Source: an optimization exercise on an open RTL-to-GDS flow (aim: small area). Production flows keep margins and buffers that such runs may drop. Function was checked by simulation only, so behaviour that the tests miss may differ from the original. Power is estimated from default activity; no workload was simulated.

==> design/flow/design.v <==
module regfile_sb #(
  parameter  int DATA_W   = 32,
  parameter  int NUM_REGS = 32,
  localparam int ADDR_W   = $clog2(NUM_REGS)
) (
  input  logic              clk,
  input  logic              reset,
  input  logic [ADDR_W-1:0] rd_addr_1,
  input  logic [ADDR_W-1:0] rd_addr_2,
  output logic [DATA_W-1:0] rd_data_1,
  output logic [DATA_W-1:0] rd_data_2,
  output logic              rd_busy_1,
  output logic              rd_busy_2,
  input  logic              wr_en,
  input  logic [ADDR_W-1:0] wr_addr,
  input  logic [DATA_W-1:0] wr_data,
  input  logic              rsv_en,
  input  logic [ADDR_W-1:0] rsv_addr,
  output logic              rsv_ok,
  output logic [ADDR_W:0]   busy_count
);
  logic [DATA_W-1:0]   r_regs [NUM_REGS];
  logic [NUM_REGS-1:0] r_busy;
  logic [ADDR_W:0]     r_busy_count;
  logic                w_wr_nz;
  logic                w_busy_eff;
  logic                w_set;
  logic                w_rel;
  logic [NUM_REGS-1:0] w_busy_nxt;
  assign w_wr_nz    = wr_en && (wr_addr != '0);
  assign w_busy_eff = r_busy[rsv_addr] && !(w_wr_nz && (wr_addr == rsv_addr));
  assign rsv_ok     = rsv_en && ((rsv_addr == '0) ? reset : !w_busy_eff);
  assign w_set      = rsv_ok && (rsv_addr != '0);
  assign w_rel      = w_wr_nz && r_busy[wr_addr];
  always_comb begin
    w_busy_nxt = r_busy;
    if (w_wr_nz) w_busy_nxt[wr_addr] = 1'b0;
    if (w_set)   w_busy_nxt[rsv_addr] = 1'b1;
  end
  always_ff @(posedge clk or negedge reset) begin
    if (!reset) begin
      for (int i = 0; i < NUM_REGS; i++) r_regs[i] <= '0;
      r_busy       <= '0;
      r_busy_count <= '0;
    end else begin
      if (w_wr_nz) r_regs[wr_addr] <= wr_data;
      r_busy       <= w_busy_nxt;
      r_busy_count <= r_busy_count + {{ADDR_W{1'b0}}, w_set} - {{ADDR_W{1'b0}}, w_rel};
    end
  end
  assign busy_count = r_busy_count;
  assign rd_data_1 = (!reset || rd_addr_1 == '0) ? '0 : r_regs[rd_addr_1];
  assign rd_data_2 = (!reset || rd_addr_2 == '0) ? '0 : r_regs[rd_addr_2];
  assign rd_busy_1 = (!reset || rd_addr_1 == '0) ? 1'b0 : r_busy[rd_addr_1];
  assign rd_busy_2 = (!reset || rd_addr_2 == '0) ? 1'b0 : r_busy[rd_addr_2];
endmodule
==> design/flow/run.sh <==
#!/bin/bash
# synth_recipe.tcl (not shown) runs the flow's synth.tcl, then flattens the netlist and writes it again
# the make line also repeats each setting of config.mk as NAME=value (left out here)
make -C /OpenROAD-flow-scripts/flow DESIGN_CONFIG=/design/flow/config.mk WORK_HOME=/design/flow/orfs CLKGATE_MAP_FILE= SYNTH_SCRIPT=/design/flow/synth_recipe.tcl finish
==> design/flow/config.mk <==
export PLATFORM = sky130hd
export DESIGN_NAME = regfile_sb
export DESIGN_NICKNAME = regfile_sb
export VERILOG_FILES = /design/flow/design.v
export SDC_FILE = /design/flow/constraint.sdc
export NUM_CORES = 4
export LEC_CHECK = 0
export CAP_MARGIN = 20
export CORE_MARGIN = 2
export CORE_UTILIZATION = 35
export PLACE_DENSITY = 0.55
export SLEW_MARGIN = 20
==> design/flow/constraint.sdc <==
create_clock -name core_clock -period 8.0 [get_ports {clk}]
set_input_delay 1.6000 -clock core_clock [delete_from_list [all_inputs] [get_ports {clk}]]
set_output_delay 1.6000 -clock core_clock [all_outputs]
set_load 0.01 [all_outputs]
==> results of run 1 <==
## worst register-to-register path: cells and delay by family, from the launching register on
family,cells,cell delay (ps)
multiplexers,2,470
flip-flops,1,420
AND/OR/NAND/NOR,2,570
buffers and inverters,1,40
AO/OA/AOI/OAI,3,570
XOR/XNOR,1,130
adder cells (fa/ha/maj),3,940
## state kept, by name, summed over array words and instances, names as in the netlist
| signal | count |
|---|---|
| r_busy | 32 |
| r_busy_count | 6 |
| r_regs | 992 |
## placed cells by master (no fill, tap or decap), types with 33 or more instances in the layout
cell,Yosys,layout
nor2_4,1,71
nor4_1,41,41
nand2_1,285,268
nand4_1,106,106
nor3_1,64,64
buf_4,8,200
dfrtp_1,1030,1030
a22oi_1,833,833
clkdlybuf4s50_1,0,110
mux4_2,35,35
o21ai_0,53,53
a22o_1,33,33
nor2_1,143,79
clkbuf_16,0,113
a21oi_1,85,85
nand3_1,57,54
mux2_2,992,992
## cell type report
type	count	area (sq um)	area share, %
Clock inverter	49	708.2	1.161
Inverter	25	93.84	0.1538
Sequential cell	1030	25770	42.24
Tap cell	1944	2432	3.986
Clock buffer	158	3287	5.387
Multi-Input combinational cell	3019	25320	41.49
Antenna cell	12	30.03	0.04921
Timing Repair Buffer	361	3374	5.531
## routing by layer
layer  track usage, %  part of all wire (%)
met3            14.06                    15
met1            44.33                    37
met2            48.01                    40
met5                0                 0.031
met4            22.46                   8.3
## where the power goes
part / total, mW / leakage [nW] / switching [mW] / internal (mW)
clock network: 5.71 / 1.96 / 2.39 / 3.32
registers: 7.40 / 13.2 / 1.13 / 6.27
logic: 2.37 / 11.0 / 1.14 / 1.23
## cell families after synthesis
logic type               Yosys count
AO/OA/AOI/OAI                   1152
XOR/XNOR                          15
adder cells (fa/ha/maj)           17
buffers and inverters            462
flip-flops                      1030
multiplexers                    1046
AND/OR/NAND/NOR                  789
## through the flow
stage	total power, mW	hold WS, ps
2_1_floorplan	8.515	493.0
5_1_grt	15.91	539.5
4_1_cts	15.36	519.0
3_5_place_dp	9.712	500.2
3_3_place_gp	9.647	499.9
6_report	15.48	507.9
## worst max-delay path by stage
stage	from	to
floorplan	wr_addr[1]	rsv_ok
global placement	rd_addr_2[4]	rd_data_2[0]
detailed placement	rd_addr_2[1]	rd_data_2[14]
CTS	rd_addr_1[1]	rd_data_1[25]
global route	rd_addr_1[0]	rd_data_1[9]
finish	rd_addr_1[0]	rd_data_1[9]
==> flow_metrics.py, run 1 <==
metrics = {
    "cts": {
        "cts_tree": "done",
        "cts-root-buf": "clkbuf_16",
        "clk_latency_ps": 780,
        "cts_hold_buffers": 0,
        "htreeDepth": 3,
        "cts_max_path_buffers": 3,
        "clock-sinks": 1030,
        "numCtsBuffers": 113,
        "ctsResizeCount": 0,
        "cts_setup_buffers": 0,
        "clk_pin_slew_ps": 60,
    },
    "route": {
        "postRouteWirelength_um": 271400,
        "post_drt_wl_per_cell_um": 41.14,
        "drt_pre_antenna_iters": 10,
        "ant_nets": 0,
        "drc_errors": 0,
        "via_count": 46900,
        "viasPerCell": 7.108,
        "initialDrtViolationCount": 9292,
    },
    "floorplanning": {
        "initial_core_util_pct": 35.15,
        "die_w_um": 391.2,
        "io_pins": 129,
        "die_area_sq_mm": 0.1530,
        "core_region_area_sq_mm": 0.1492,
        "die_y_um": 391.2,
        "rows": 142,
    },
    "critical_path": {
        "cp-start-kind": "primary input",
        "cp_cell_sequence": "buf_2, buf_4, nand3_1, nor2_4, buf_4, a22o_1, nor4_1, a21oi_1, clkdlybuf4s50_1",
        "reg2regPathDepth": 12,
        "reg2reg_to": "r_busy_count[4]",
        "cp-end-kind": "output pin",
        "crit_buf_inv": 4,
        "path_class": "in2out",
        "critPathMaxStageDelay_ps": 1110,
        "path_max_fanout": 20,
        "cp.arrival_ps": 5770,
        "cpLargestDelayFamily": "buffers and inverters",
        "crit_path_frequent_cell": "buf_4",
        "critPathSlowestCell": "nor2_4",
        "cp.depth": 9,
        "rrSetupSlack_ps": 4770,
        "cp.required_ps": 6400,
        "r2r-start": "r_busy[9]",
    },
    "run": {
        "drv_cap": 0,
    },
    "timing": {
        "fmax_ghz": 0.1358,
        "fin_crit_ps": 7365,
        "setup_slack_ps": 635.0,
        "hold_viol": 0,
        "worst_pin_slew_ps": 1321,
        "relSlewSlack_pct": 11.74,
        "fin_setup_tns_ps": 0,
        "grt_setup_unrepaired": "false",
        "setup_viol": 0,
        "clock_skew_ps": 11.84,
        "finalCritPeriodShare_pct": 92.06,
        "drv_slew": 0,
    },
    "synthesis": {
        "synth_ff_type": "dfrtp_1",
        "synth_area_leader_cell": "dfrtp_1",
        "async_reset_ff_share_pct": 100.0,
        "synth_common_cells": "dfrtp_1 (1030), mux2_2 (992), a22oi_1 (833), nand2_1 (285), clkbuf_1 (194)",
        "netlist_area_sq_mm": 0.05246,
        "synth_compound_area_share_pct": 16.00,
        "synth_edf_count": 0,
        "seq_area_frac_synth_pct": 49.13,
        "yosysMostFrequentCell": "dfrtp_1",
        "synthAdderAreaFrac_pct": 0.4198,
        "ys_types": 65,
        "synth.net_count": 4584,
        "yosysWarnings": 2,
        "yosysTopAreaCellShare_pct": 49.13,
        "synth-simple-area-share_pct": 7.212,
        "avgSynthCellArea_sq_um": 11.63,
        "synth-xor-area-share_pct": 0.2504,
        "ys_seq_elements": 1030,
        "synth_top_family_by_area": "multiplexers",
        "synth_area_leaders": "dfrtp_1 (49%), mux2_2 (21%), a22oi_1 (12%)",
        "syn_inst": 4511,
        "synthMuxAreaShare_pct": 23.16,
    },
    "outcome": {
        "run_status": "complete, no violations",
    },
    "layout": {
        "area_growth_pct": 16.31,
        "drive_above_1_share_pct": 33.93,
        "fill_cells": 14170,
        "nets": 4623,
        "final_util_pct": 40.88,
        "stdcell_count": 6598,
        "stdcell_area_sq_mm": 0.06102,
    },
    "grt": {
        "antenna_found_initial": 18,
        "grt_pass1_wl_um": 370200,
        "grt_util_all_layers_pct": 34.66,
        "grt.overflow.total": 0,
        "grt_pass1_vias": 44660,
        "grt_max_degree": 131,
    },
    "placed_design": {
        "placed_area_sq_mm": 0.05692,
        "routabilityCongestion": 0.9833,
        "dpl_worst_slack_ps": 945.9,
        "post-place-cells": 6373,
        "io_buffers": 128,
        "dp_hpwl_um": 163800,
    },
    "power_and_ir_drop": {
        "irDropWorstVdd_mv": 0.2016,
        "powerDensity_mw_per_mm2": 253.7,
        "power_leakage_nw": 26.16,
    },
    "min_path": {
        "holdCritPathClass": "reg2reg",
        "hold_start": "r_busy_count[0]",
        "whs_path_depth": 1,
        "hold_end": "r_busy_count[0]",
    },
}
==> run 2: changes to the inputs <==
==> design/flow/design.v (replaced) <==
module regfile_sb #(
  parameter  int DATA_W   = 32,
  parameter  int NUM_REGS = 32,
  localparam int ADDR_W   = $clog2(NUM_REGS)
) (
  input  logic              clk,
  input  logic              reset,
  input  logic [ADDR_W-1:0] rd_addr_1,
  input  logic [ADDR_W-1:0] rd_addr_2,
  output logic [DATA_W-1:0] rd_data_1,
  output logic [DATA_W-1:0] rd_data_2,
  output logic              rd_busy_1,
  output logic              rd_busy_2,
  input  logic              wr_en,
  input  logic [ADDR_W-1:0] wr_addr,
  input  logic [DATA_W-1:0] wr_data,
  input  logic              rsv_en,
  input  logic [ADDR_W-1:0] rsv_addr,
  output logic              rsv_ok,
  output logic [ADDR_W:0]   busy_count
);
  logic [DATA_W-1:0]   r_regs [NUM_REGS];
  logic [NUM_REGS-1:0] r_valid;
  logic [NUM_REGS-1:0] r_busy;
  logic [ADDR_W:0]     r_busy_count;
  logic [NUM_REGS-1:0] w_we;       
  logic [NUM_REGS-1:0] w_rsv;      
  logic [NUM_REGS-1:0] w_sel_1;    
  logic [NUM_REGS-1:0] w_sel_2;
  logic                w_busy_eff;
  logic                w_set;
  logic                w_rel;
  always_comb begin
    for (int i = 0; i < NUM_REGS; i++) begin
      w_we[i]    = (i != 0) && wr_en && (wr_addr == ADDR_W'(i));
      w_rsv[i]   = (i != 0) && (rsv_addr == ADDR_W'(i));
      w_sel_1[i] = (rd_addr_1 == ADDR_W'(i));
      w_sel_2[i] = (rd_addr_2 == ADDR_W'(i));
    end
  end
  assign w_busy_eff = |(w_rsv & r_busy & ~w_we);
  assign rsv_ok     = rsv_en && ((rsv_addr == '0) ? reset : !w_busy_eff);
  assign w_set      = rsv_en && !w_busy_eff && (rsv_addr != '0);
  assign w_rel      = |(w_we & r_busy);
  always_ff @(posedge clk) begin
    for (int i = 1; i < NUM_REGS; i++)
      if (w_we[i]) r_regs[i] <= wr_data;
  end
  always_ff @(posedge clk or negedge reset) begin
    if (!reset) begin
      r_valid      <= '0;
      r_busy       <= '0;
      r_busy_count <= '0;
    end else begin
      r_valid      <= (r_valid | w_we) & {{(NUM_REGS-1){1'b1}}, 1'b0};
      r_busy       <= ((r_busy & ~w_we) | (w_rsv & {NUM_REGS{w_set}})) & {{(NUM_REGS-1){1'b1}}, 1'b0};
      r_busy_count <= r_busy_count + {{ADDR_W{1'b0}}, w_set} - {{ADDR_W{1'b0}}, w_rel};
    end
  end
  assign busy_count = r_busy_count;
  always_comb begin
    rd_data_1 = '0;
    rd_data_2 = '0;
    rd_busy_1 = 1'b0;
    rd_busy_2 = 1'b0;
    for (int i = 1; i < NUM_REGS; i++) begin
      rd_data_1 = rd_data_1 | ({DATA_W{w_sel_1[i] && r_valid[i]}} & r_regs[i]);
      rd_data_2 = rd_data_2 | ({DATA_W{w_sel_2[i] && r_valid[i]}} & r_regs[i]);
      rd_busy_1 = rd_busy_1 | (w_sel_1[i] && r_busy[i]);
      rd_busy_2 = rd_busy_2 | (w_sel_2[i] && r_busy[i]);
    end
  end
endmodule
==> run 2 against run 1 <==
- critical endpoint unchanged
- hold slack lost 21 ps
- routed wire length shrank 18%
- combinational power shrank 54%
- via count shrank 20%
- clock power shrank 4.6%
- final area shrank 14%
- sequential cell count grew 30
- critical path type unchanged
- total power shrank 16%
- clock-buffer cell count shrank 25
==> flow_metrics.py, run 2 <==
metrics = {
    "critical_path": {
        "cp_cell_sequence": "clkdlybuf4s50_1, nor3b_1, and3_2, buf_4, a22oi_1, nand4_1, or4_1, clkdlybuf4s50_1",
        "crit_path_frequent_cell": "clkdlybuf4s50_1",
        "critPathMaxStageDelay_ps": 1170,
        "crit_buf_inv": 3,
        "cp-start-kind": "primary input",
        "path_max_fanout": 22,
        "cp.required_ps": 6400,
        "cp.arrival_ps": 5860,
        "path_class": "in2out",
        "cpLargestDelayFamily": "simple AND/OR/NAND/NOR gates",
        "critPathSlowestCell": "and3_2",
        "cp-end-kind": "output pin",
    },
    "grt": {
        "grt.busiest_layer": "met2",
        "grt_pass1_wl_um": 294700,
        "grt_max_degree": 70,
        "grt.met3_usage_pct": 12.05,
        "grt_use_met1_pct": 41.46,
        "use_met2_pct": 47.56,
        "antenna_found_initial": 16,
        "grt.overflow.total": 0,
        "grt_util_all_layers_pct": 32.64,
        "grt_pass1_vias": 35000,
    },
    "floorplanning": {
        "io_pins": 129,
        "core_region_area_sq_mm": 0.1275,
        "die_w_um": 362.3,
        "die_area_sq_mm": 0.1313,
        "initial_core_util_pct": 35.23,
        "rows": 131,
        "die_y_um": 362.3,
    },
    "route": {
        "initialDrtViolationCount": 9462,
        "drt_pre_antenna_iters": 8,
        "drc_errors": 0,
        "post_drt_wl_per_cell_um": 45.17,
        "postRouteWirelength_um": 221700,
        "ant_nets": 0,
        "viasPerCell": 7.604,
        "via_count": 37310,
    },
    "synthesis": {
        "ys_seq_elements": 1060,
        "synth_common_cells": "edfxtp_1 (992), a22oi_1 (588), clkbuf_1 (239), nand3_1 (182), a22o_1 (168)",
        "async_reset_ff_share_pct": 6.415,
        "yosysWarnings": 2,
        "synth_edf_count": 992,
        "ys_types": 69,
        "avgSynthCellArea_sq_um": 14.78,
        "seq_area_frac_synth_pct": 70.09,
        "syn_inst": 3039,
        "netlist_area_sq_mm": 0.04493,
        "synth.net_count": 3102,
        "synth_area_leader_cell": "edfxtp_1",
        "synth_ff_type": "edfxtp_1",
        "yosysMostFrequentCell": "edfxtp_1",
        "yosysTopAreaCellShare_pct": 66.30,
        "synth_area_leaders": "edfxtp_1 (66%), a22oi_1 (9.8%), dfrtp_1 (3.8%)",
    },
    "placed_design": {
        "dp_hpwl_um": 117200,
        "io_buffers": 128,
        "routabilityCongestion": 0.9346,
        "placed_area_sq_mm": 0.04888,
    },
    "layout": {
        "multi_input_area_sq_mm": 0.01259,
        "area_growth_pct": 17.25,
        "fill_cells": 11540,
        "final_util_pct": 41.31,
        "regMostFlops": "r_regs",
        "reg_top3": "r_regs (992), r_busy (31), r_valid (31)",
        "nets": 3214,
        "mostFrequentLayoutCells": "edfxtp_1 (992), a22oi_1 (588), nand3_1 (182), a22o_1 (168), a221oi_1 (165)",
        "stdcell_area_sq_mm": 0.05268,
        "drive_above_1_share_pct": 14.30,
        "final_common_cell": "edfxtp_1",
        "largest_reg_flops": 992,
        "register_area_sq_mm": 0.03149,
    },
    "timing": {
        "fin_setup_tns_ps": 0,
        "fin_crit_ps": 7457,
        "clock_skew_ps": 21.23,
        "hold_viol": 0,
        "drv_slew": 0,
        "relSlewSlack_pct": 12.88,
        "setup_viol": 0,
        "finalCritPeriodShare_pct": 93.21,
        "worst_pin_slew_ps": 1307,
        "grt_setup_unrepaired": "false",
        "fmax_ghz": 0.1341,
    },
    "cts": {
        "htreeDepth": 3,
        "clk_pin_slew_ps": 50,
        "cts_hold_buffers": 0,
        "cts_tree": "done",
        "clock-sinks": 1060,
        "numCtsBuffers": 111,
        "cts_setup_buffers": 0,
        "cts_max_path_buffers": 3,
        "clk_latency_ps": 730,
        "ctsResizeCount": 0,
        "cts-root-buf": "clkbuf_16",
    },
    "power_and_ir_drop": {
        "power_leakage_nw": 17.01,
        "power_mw": 12.93,
        "irDropWorstVdd_mv": 0.1911,
        "powerDensity_mw_per_mm2": 245.5,
    },
    "min_path": {
        "holdCritPathClass": "reg2reg",
    },
    "outcome": {
        "run_status": "complete, no violations",
    },
    "run": {
        "drv_cap": 0,
    },
}
==> run 2: cell count changes in the layout (fill, tap and decap cells not counted), sizes merged, moves of 90 or more <==
cell | previous run | this run
nand2 | 285 | 22
nand3 | 58 | 182
buf | 251 | 161
a22oi | 833 | 588
mux2 | 992 | 7
a221oi | 22 | 165
edfxtp | 0 | 992
nor2 | 151 | 44
a22o | 33 | 168
dfrtp | 1030 | 68
==> run 2: worst paths after layout <==
check / cells past startpoint / start / slack (ps) / endpoint
max in group asynchronous: 1 / reset / 6340 / r_valid[16]
worst min register to register: 1 / r_valid[28] / 490 / r_valid[28]
worst max-delay path: 8 / rd_addr_1[4] / 540 / rd_data_1[9]
min in group asynchronous: 1 / reset / 1010 / r_busy[16]
worst max register to register: 15 / r_busy[4] / 4090 / r_busy_count[4]
worst min-delay path: 1 / r_valid[28] / 490 / r_valid[28]
==> run 2: kinds of logic (layout without fill, tap and decap cells) <==
logic type / after synthesis / in the layout / synth area share, %
compound gates: 1110 / 1110 / 19.58
xor+xnor: 6 / 6 / 0.1170
fa+ha+maj: 7 / 7 / 0.2116
buf+inv: 299 / 497 / 2.607
flops: 1060 / 1060 / 70.09
mux: 12 / 12 / 0.2869
other cells: 0 / 8 / 0
simple gates: 545 / 545 / 7.110
==> run 2: final cells by class <==
cell class	count	share of cell area (%)
inverter	12	0.08550
multi-input combinational	1680	23.90
timing repair buffer	286	5.125
antenna	8	0.03800
sequential	1060	59.78
clock buffer	133	5.508
tap	1662	3.947
clock inverter	66	1.622
==> run 2: through the flow <==
step	setup slack (ps)	hold slack [ps]	std cells
4_1_cts	800.1	484.6	4898
6_report	543.1	487.1	4907
2_1_floorplan	2331	445.5	3039
3_5_place_dp	812.9	465.7	4699
3_3_place_gp	749.7	465.8	4699
5_1_grt	640.7	499.8	4900
==> run 2: report_power, final <==
group / switching [mW] / internal, mW
clock: 2.28 / 3.17
sequential: 0.174 / 6.23
combinational: 0.651 / 0.431
==> run 2: layer usage <==
layer	share of wire [%]	vias to the layer above
li1	-	13290
met1	35	18480
met2	42	4421
met3	16	1120
met4	7.5	11
met5	0.056	-
==> run 3: changes to the inputs <==
--- a/design/flow/design.v
+++ b/design/flow/design.v
@@ -60,5 +60,14 @@
   assign busy_count = r_busy_count;
+  logic [NUM_REGS-1:0] w_rs_1, w_rs_2;
+  assign w_rs_1 = w_sel_1 & r_valid;
+  assign w_rs_2 = w_sel_2 & r_valid;
+  for (genvar b = 0; b < DATA_W; b++) begin : g_rd
+    logic [NUM_REGS-1:1] d;
+    for (genvar i = 1; i < NUM_REGS; i++) begin : g_d
+      assign d[i] = r_regs[i][b];
+    end
+    rfsb_rdbit u_rd1 (.s(w_rs_1[NUM_REGS-1:1]), .d(d), .q(rd_data_1[b]));
+    rfsb_rdbit u_rd2 (.s(w_rs_2[NUM_REGS-1:1]), .d(d), .q(rd_data_2[b]));
+  end
   always_comb begin
-    rd_data_1 = '0;
-    rd_data_2 = '0;
     rd_busy_1 = 1'b0;
@@ -66,4 +75,2 @@
     for (int i = 1; i < NUM_REGS; i++) begin
-      rd_data_1 = rd_data_1 | ({DATA_W{w_sel_1[i] && r_valid[i]}} & r_regs[i]);
-      rd_data_2 = rd_data_2 | ({DATA_W{w_sel_2[i] && r_valid[i]}} & r_regs[i]);
       rd_busy_1 = rd_busy_1 | (w_sel_1[i] && r_busy[i]);
@@ -73 +80,22 @@
 endmodule
+module rfsb_rdbit (
+  input  logic [31:1] s,
+  input  logic [31:1] d,
+  output logic        q
+);
+  logic [10:0] y;    
+  for (genvar k = 0; k < 10; k++) begin : g_p
+    rfsb_aoi222 u (.s(s[3*k+3:3*k+1]), .d(d[3*k+3:3*k+1]), .y(y[k]));
+  end
+  rfsb_nand2 u_last (.a(s[31]), .b(d[31]), .y(y[10]));
+  rfsb_nand11 u_or (.y(y), .q(q));
+endmodule
+module rfsb_aoi222 (input logic [2:0] s, input logic [2:0] d, output logic y);
+  assign y = ~|(s & d);
+endmodule
+module rfsb_nand2 (input logic a, b, output logic y);
+  assign y = ~(a & b);
+endmodule
+module rfsb_nand11 (input logic [10:0] y, output logic q);
+  assign q = ~&y;
+endmodule
--- a/design/flow/config.mk
+++ b/design/flow/config.mk
@@ -9,4 +9,8 @@
 export CORE_MARGIN = 2
-export CORE_UTILIZATION = 35
-export PLACE_DENSITY = 0.55
+export CORE_UTILIZATION = 60
+export CTS_BUF_LIST = sky130_fd_sc_hd__clkbuf_8
+export CTS_CLUSTER_DIAMETER = 60
+export CTS_CLUSTER_SIZE = 16
+export PLACE_DENSITY = 0.72
 export SLEW_MARGIN = 20
+export SYNTH_HIERARCHICAL = 1
==> run 3 against run 2 <==
- via count down 14%
- clock skew up 26 ps
- core utilization is 26 points higher
- fmax grew 2.8%
- largest cell class unchanged
==> flow_metrics.py, run 3 <==
metrics = {
    "critical_path": {
        "cp.required_ps": 6400,
        "path_class": "in2out",
        "cp.arrival_ps": 5660,
        "cp-start-kind": "primary input",
        "rrSetupSlack_ps": 4380,
        "cp-end-kind": "output pin",
        "path_max_fanout": 16,
    },
    "timing": {
        "finalCritPeriodShare_pct": 90.69,
        "hold_viol": 0,
        "fin_crit_ps": 7255,
        "fin_setup_tns_ps": 0,
        "worst_pin_slew_ps": 1236,
        "relSlewSlack_pct": 17.60,
        "clock_skew_ps": 47.34,
        "grt_setup_unrepaired": "false",
        "drv_slew": 0,
        "fmax_ghz": 0.1378,
        "holdWs_ps": 485.7,
        "setup_viol": 0,
    },
    "synthesis": {
        "synth_common_cells": "edfxtp_1 (992), a222oi_1 (641), nand4_1 (130), nand2_1 (94), nand3_1 (72)",
        "seq_area_frac_synth_pct": 73.90,
        "synth-xor-area-share_pct": 0.1028,
        "avgSynthCellArea_sq_um": 17.13,
        "synth_top_family_by_area": "compound AO/OA/AOI/OAI gates",
        "syn_inst": 2487,
        "synthAdderAreaFrac_pct": 0.2231,
        "async_reset_ff_share_pct": 6.415,
        "netlist_area_sq_mm": 0.04261,
        "synth_area_leader_cell": "edfxtp_1",
        "yosysMostFrequentCell": "edfxtp_1",
        "yosysTopAreaCellShare_pct": 69.90,
        "synth.net_count": 2550,
        "synthMuxAreaShare_pct": 0.4580,
        "synth-simple-area-share_pct": 7.393,
        "synth_ff_type": "edfxtp_1",
        "synth_compound_area_share_pct": 17.36,
        "ys_types": 60,
        "ys_seq_elements": 1060,
        "synth_edf_count": 992,
        "yosysWarnings": 8,
        "synth_area_leaders": "edfxtp_1 (70%), a222oi_1 (15%), dfrtp_1 (4.0%)",
    },
    "cts": {
        "cts_setup_buffers": 0,
        "cts_max_path_buffers": 3,
        "cts-root-buf": "clkbuf_8",
        "numCtsBuffers": 80,
        "clk_pin_slew_ps": 90,
        "clk_latency_ps": 730,
        "htreeDepth": 3,
        "cts_tree": "done",
        "cts_hold_buffers": 0,
        "ctsResizeCount": 0,
        "clock-sinks": 1060,
    },
    "floorplanning": {
        "rows": 97,
        "die_area_sq_mm": 0.07317,
        "die_y_um": 270.5,
        "die_w_um": 270.5,
        "core_region_area_sq_mm": 0.07015,
        "initial_core_util_pct": 60.75,
        "io_pins": 129,
    },
    "power_and_ir_drop": {
        "irDropWorstVdd_mv": 0.1968,
        "powerDensity_mw_per_mm2": 215.5,
        "power_leakage_nw": 15.17,
    },
    "placed_design": {
        "io_buffers": 128,
        "routabilityCongestion": 1.038,
        "dp_hpwl_um": 89500,
        "placed_area_sq_mm": 0.04614,
    },
    "grt": {
        "grt.overflow.total": 0,
        "grt_pass1_vias": 30460,
        "grt_max_degree": 50,
        "grt_pass1_wl_um": 210400,
        "grt_util_all_layers_pct": 39.78,
        "antenna_found_initial": 5,
    },
    "layout": {
        "reg_top3": "r_regs (992), r_busy (31), r_valid (31)",
        "drive_above_1_share_pct": 12.00,
        "largest_reg_flops": 992,
        "mostFrequentLayoutCells": "edfxtp_1 (992), a222oi_1 (641), nand4_1 (130), buf_4 (124), clkdlybuf4s50_1 (103)",
        "register_area_sq_mm": 0.03149,
        "multi_input_area_sq_mm": 0.01110,
        "final_common_cell": "edfxtp_1",
        "regMostFlops": "r_regs",
        "area_growth_pct": 11.26,
        "stdcell_area_sq_mm": 0.04741,
        "fill_cells": 4760,
        "final_util_pct": 67.59,
        "nets": 2851,
    },
    "route": {
        "via_count": 31970,
        "drt-met1-wl_um": 46150,
        "postRouteWirelength_um": 149700,
        "met3_wirelength_um": 24280,
        "highest_layer": "met5",
        "post_drt_wl_per_cell_um": 39.78,
        "drc_errors": 0,
        "initialDrtViolationCount": 8976,
        "ant_nets": 0,
        "drt_pre_antenna_iters": 13,
        "wl_met2_um": 66630,
        "viasPerCell": 8.496,
    },
    "min_path": {
        "holdCritPathClass": "reg2reg",
    },
    "outcome": {
        "run_status": "complete, no violations",
    },
    "run": {
        "drv_cap": 0,
    },
}
## run 3: cell count changes in the layout (fill, tap and decap cells not counted), moves of 62 or more
cell       previous run  this run
clkbuf_16           112         0
nand2_1              21        94
a222oi_1             65       641
nand3_1             182        72
a221oi_1            165         2
clkbuf_8              2        85
a22oi_1             588        20
and3_1                3        65
a22o_1              168         3
## run 3: power by group
part | switching (mW) | leakage (nW) | internal [mW]
registers | 0.179 | 9.75 | 6.21
clock network | 1.74 | 0.742 | 1.02
logic | 0.640 | 4.68 | 0.425
total | 2.56 | 15.2 | 7.66
## run 3: through the flow
| stage | std cells | setup slack [ps] | power, mW |
|---|---|---|---|
| 2_1_floorplan | 2487 | 2157 | 6.918 |
| 3_3_place_gp | 3645 | 1023 | 7.523 |
| 3_5_place_dp | 3645 | 1008 | 7.548 |
| 4_1_cts | 3756 | 1005 | 10.18 |
| 5_1_grt | 3759 | 795.5 | 10.45 |
| 6_report | 3763 | 744.6 | 10.22 |
## run 3: logic make-up (layout without fill, tap and decap cells)
| family | count (synthesis) | count (layout) |
|---|---|---|
| simple gates | 559 | 559 |
| fa+ha+maj | 7 | 7 |
| flops | 1060 | 1060 |
| buf+inv | 55 | 385 |
| xor+xnor | 5 | 5 |
| other cells | 0 | 6 |
| mux | 14 | 14 |
| compound gates | 787 | 787 |
## run 3: final timing paths
check                              from              end  depth (start not counted)
min in group asynchronous         reset  r_busy_count[1]                          1
setup reg to reg              r_busy[5]  r_busy_count[4]                         16
hold / removal              r_valid[25]      r_valid[25]                          1
setup / recovery           rd_addr_2[1]    rd_data_2[17]                          7
max in group asynchronous         reset        r_busy[8]                          2
hold reg to reg             r_valid[25]      r_valid[25]                          1
## run 3: cell type report
type / count / area share [%]
Antenna cell: 6 / 0.03167
Clock inverter: 26 / 0.3906
Sequential cell: 1060 / 66.42
Inverter: 15 / 0.1188
Tap cell: 940 / 2.481
Multi-Input combinational cell: 1372 / 23.41
Clock buffer: 85 / 2.467
Timing Repair Buffer: 259 / 4.687
## run 3: per-module statistics from Yosys (local to each module, per instance), a selection
| module | cell area [sq um] | times used | flops+latches |
|---|---|---|---|
| rfsb_nand2 | 3.754 | 64 | 0 |
| rfsb_nand11 | 23.77 | 64 | 0 |
| regfile_sb | 34450 | 1 | 1060 |
| rfsb_aoi222 | 10.01 | 640 | 0 |
## run 3: layer usage
| layer | vias to the layer above | track usage (%) |
|---|---|---|
| li1 | 12420 | - |
| met1 | 15280 | 51.81 |
| met2 | 3591 | 61.41 |
| met3 | 677 | 9.000 |
| met4 | 4 | 24.64 |
| met5 | - | 0 |
## run 3: critical path, stage by stage
cell	delay, ps
clkdlybuf4s50_1	660
nor3_1	860
and3_1	1050
a222oi_1	320
nand4_1	330
or3_1	260
clkdlybuf4s50_1	560
==> run 4: changes to the inputs <==
==> design/flow/flow/run.sh (new file) <==
#!/bin/bash
# Standard layout, with the port buffers made from the smallest buffer cell
# instead of the default delay buffer. Each step's full log stays under orfs/logs.
set -euo pipefail
bash standard.sh synth > synth.log 2>&1
bash standard.sh "BUFFER_PORTS_ARGS=-buffer_cell sky130_fd_sc_hd__buf_1" finish > layout.log 2>&1
==> design/flow/standard.sh (new file) <==
#!/bin/bash
# synth_recipe.tcl (not shown) runs the flow's synth.tcl, then flattens the netlist and writes it again
# the make line also repeats each setting of config.mk as NAME=value (left out here)
make -C /OpenROAD-flow-scripts/flow DESIGN_CONFIG=/design/flow/config.mk WORK_HOME=/design/flow/orfs CLKGATE_MAP_FILE= SYNTH_SCRIPT=/design/flow/synth_recipe.tcl "${@:-finish}"
removed: design/flow/run.sh
==> run 4 against run 3 <==
- critical path type unchanged
- critical endpoint is now rd_data_1[30]
- highest routed layer unchanged
- still clean
- die area did not move
- sequential cell count stayed put
- worst setup slack better by 560 ps
==> flow_metrics.py, run 4 <==
metrics = {
    "outcome": {
        "run_status": "complete, no violations",
    },
    "floorplanning": {
        "die_y_um": 270.5,
        "io_pins": 129,
        "rows": 97,
        "die_w_um": 270.5,
        "initial_core_util_pct": 60.75,
        "die_area_sq_mm": 0.07317,
        "core_region_area_sq_mm": 0.07015,
    },
    "layout": {
        "reg_top3": "r_regs (992), r_busy (31), r_valid (31)",
        "drive_above_1_share_pct": 11.28,
        "final_common_cell": "edfxtp_1",
        "mostFrequentLayoutCells": "edfxtp_1 (992), a222oi_1 (641), nand4_1 (130), buf_1 (113), buf_4 (111)",
        "regMostFlops": "r_regs",
        "nets": 2833,
        "fill_cells": 4901,
        "largest_reg_flops": 992,
        "area_growth_pct": 9.311,
    },
    "synthesis": {
        "netlist_area_sq_mm": 0.04261,
        "yosysTopAreaCellShare_pct": 69.90,
        "synth_common_cells": "edfxtp_1 (992), a222oi_1 (641), nand4_1 (130), nand2_1 (94), nand3_1 (72)",
        "synth.net_count": 2550,
        "ys_types": 60,
        "async_reset_ff_share_pct": 6.415,
        "synth_area_leader_cell": "edfxtp_1",
        "synth_area_leaders": "edfxtp_1 (70%), a222oi_1 (15%), dfrtp_1 (4.0%)",
        "synth_edf_count": 992,
        "ys_seq_elements": 1060,
        "synth_ff_type": "edfxtp_1",
        "yosysWarnings": 8,
        "yosysMostFrequentCell": "edfxtp_1",
        "seq_area_frac_synth_pct": 73.90,
        "syn_inst": 2487,
        "avgSynthCellArea_sq_um": 17.13,
    },
    "min_path": {
        "hold_start": "r_valid[28]",
        "holdCritPathClass": "reg2reg",
        "whs_path_depth": 1,
        "hold_end": "r_valid[28]",
    },
    "route": {
        "postRouteWirelength_um": 156100,
        "via_count": 32390,
        "drt_pre_antenna_iters": 12,
        "wl_met2_um": 68600,
        "drc_errors": 0,
        "initialDrtViolationCount": 8935,
        "ant_nets": 0,
        "viasPerCell": 8.636,
        "met3_wirelength_um": 27180,
        "highest_layer": "met5",
        "post_drt_wl_per_cell_um": 41.61,
        "drt-met1-wl_um": 46770,
    },
    "timing": {
        "fmax_ghz": 0.1495,
        "relSlewSlack_pct": 15.05,
        "fin_setup_tns_ps": 0,
        "worst_pin_slew_ps": 1274,
        "fin_crit_ps": 6691,
        "hold_viol": 0,
        "grt_setup_unrepaired": "false",
        "setup_viol": 0,
        "finalCritPeriodShare_pct": 83.63,
        "clock_skew_ps": 14.87,
        "drv_slew": 0,
    },
    "power_and_ir_drop": {
        "intPower_mw": 7.554,
        "irDropWorstVdd_mv": 0.1590,
        "p_sw_mw": 2.571,
        "power_leakage_nw": 14.77,
        "netSwitchingFraction_pct": 25.39,
        "power_mw": 10.13,
        "powerDensity_mw_per_mm2": 217.4,
        "power_frac_clock_pct": 27.3,
        "p_seq_share_pct": 63.1,
        "combinationalPowerShare_pct": 9.6,
    },
    "cts": {
        "cts-root-buf": "clkbuf_8",
        "clk_pin_slew_ps": 90,
        "htreeDepth": 3,
        "ctsResizeCount": 0,
        "cts_tree": "done",
        "clock-sinks": 1060,
        "numCtsBuffers": 80,
        "cts_hold_buffers": 0,
        "clk_latency_ps": 720,
        "cts_max_path_buffers": 3,
        "cts_setup_buffers": 0,
    },
    "critical_path": {
        "cp.arrival_ps": 5090,
        "reg2regPathDepth": 14,
        "cpLargestDelayFamily": "simple AND/OR/NAND/NOR gates",
        "path_class": "in2out",
        "cp.required_ps": 6400,
        "critPathSlowestCell": "and3_2",
        "crit_path_frequent_cell": "buf_1",
        "path_max_fanout": 32,
        "r2r-start": "r_busy[4]",
        "startpoint": "rd_addr_1[0]",
        "crit_buf_inv": 2,
        "reg2reg_to": "r_busy_count[4]",
        "cp-start-kind": "primary input",
        "critPathMaxStageDelay_ps": 1120,
        "cp-end-kind": "output pin",
        "rrSetupSlack_ps": 4080,
        "cp_cell_sequence": "buf_1, nor3b_1, and3_2, a222oi_1, nand4_1, or3_1, buf_1",
    },
    "placed_design": {
        "io_buffers": 128,
        "dp_hpwl_um": 88040,
        "routabilityCongestion": 0.9922,
    },
    "grt": {
        "grt_pass1_wl_um": 218100,
        "grt.overflow.total": 0,
        "antenna_found_initial": 7,
        "grt_pass1_vias": 31350,
        "grt_max_degree": 69,
        "grt_util_all_layers_pct": 41.74,
    },
    "run": {
        "drv_cap": 0,
    },
}
run 4: cells by family (layout without fill, tap and decap cells):
family	after synthesis	count (layout)	synth area share, %
compound gates	787	787	17.36
xor+xnor	5	5	0.1028
fa+ha+maj	7	7	0.2231
buf+inv	55	370	0.5637
flops	1060	1060	73.90
mux	14	14	0.4580
other cells	0	8	0
simple gates	559	559	7.393
run 4: power by group through the flow:
stage / Combinational, mW / Clock [mW] / Sequential, mW
after global placement: 0.907 / 0 / 6.50
after global routing: 1.01 / 2.95 / 6.40
after detailed placement: 0.928 / 0 / 6.51
after floorplan: 0.490 / 0 / 6.43
final: 0.970 / 2.76 / 6.39
after CTS: 0.932 / 2.76 / 6.38
run 4: how the worst max path moves through the flow:
stage	to	depth (start not counted)	slack, ps
2_1_floorplan	rsv_ok	8	2160
3_5_place_dp	rd_data_2[6]	8	1600
6_report	rd_data_1[30]	7	1310
5_1_grt	rd_data_2[30]	8	1230
3_3_place_gp	rsv_ok	8	1670
4_1_cts	rd_data_2[6]	8	1590
run 4: per-layer routing:
metal | vias to the layer above | track usage [%]
met5 | - | 0
met4 | 8 | 29.08
met2 | 3726 | 62.85
li1 | 12380 | -
met3 | 770 | 12.51
met1 | 15500 | 52.25
run 4: per-module statistics from Yosys (local to each module, per instance), a selection:
| module | flops+latches | cells inside | copies in the design | area [sq um] |
|---|---|---|---|---|
| regfile_sb | 1060 | 1527 | 1 | 34450 |
| rfsb_aoi222 | 0 | 1 | 640 | 10.01 |
| rfsb_nand11 | 0 | 4 | 64 | 23.77 |
| rfsb_nand2 | 0 | 1 | 64 | 3.754 |
run 4: layout make-up:
cell class                 instances  area [sq um]  share of cell area, %
antenna                            8         20.02                0.04298
clock buffer                      82          1129                  2.423
clock inverter                    32         232.7                 0.4996
inverter                          15         56.30                 0.1209
multi-input combinational       1372         11110                  23.86
sequential                      1060         31490                  67.60
tap                              940          1176                  2.525
timing repair buffer             241          1364                  2.928
run 4: through the flow:
step / setup slack (ps) / util [%] / hold WS (ps) / area, sq um / std cells
final: 1309 / 66.40 / 488.8 / 46580 / 3750
after global routing: 1233 / 66.38 / 510.0 / 46570 / 3744
after CTS: 1591 / 66.35 / 486.9 / 46540 / 3742
after detailed placement: 1597 / 64.41 / 462.4 / 45180 / 3628
after global placement: 1669 / 64.38 / 459.7 / 45160 / 3627
after floorplan: 2157 / - / 440.3 / 42610 / 2487

## afterwards: timing with drivers on the ports
Ports are ideal in the flow. The routed layouts listed here were re-timed in OpenROAD.
Step 1 assumes that a clkbuf_16 drives the clock port and a buf_2 every other input.
Step 2 times the ports against the registers' clock, not the clock port: input delays grow and output delays shrink by t, the midpoint of the rising clock arrivals with the driver on.
Slacks: no drivers / after step 1 / after step 2; pairs: no drivers / after step 1.
run	t (ns)	setup WS [ns]	worst register clock-pin slew, ns	worst data-port slew with drivers (ns)
run 1	0.861	0.635 / 0.603 / 0.603	0.07 / 0.07	0.20
run 2	0.796	0.543 / 0.503 / 0.503	0.07 / 0.07	0.25
run 3	0.774	0.745 / 0.722 / 0.722	0.11 / 0.11	0.07
run 4	0.772	1.309 / 1.282 / 1.282	0.11 / 0.11	0.10
After both steps every run listed still meets setup and hold. For run 2, which loses most, drivers alone change the setup slack by -0.040 ns; drivers and shift together by -0.040 ns.
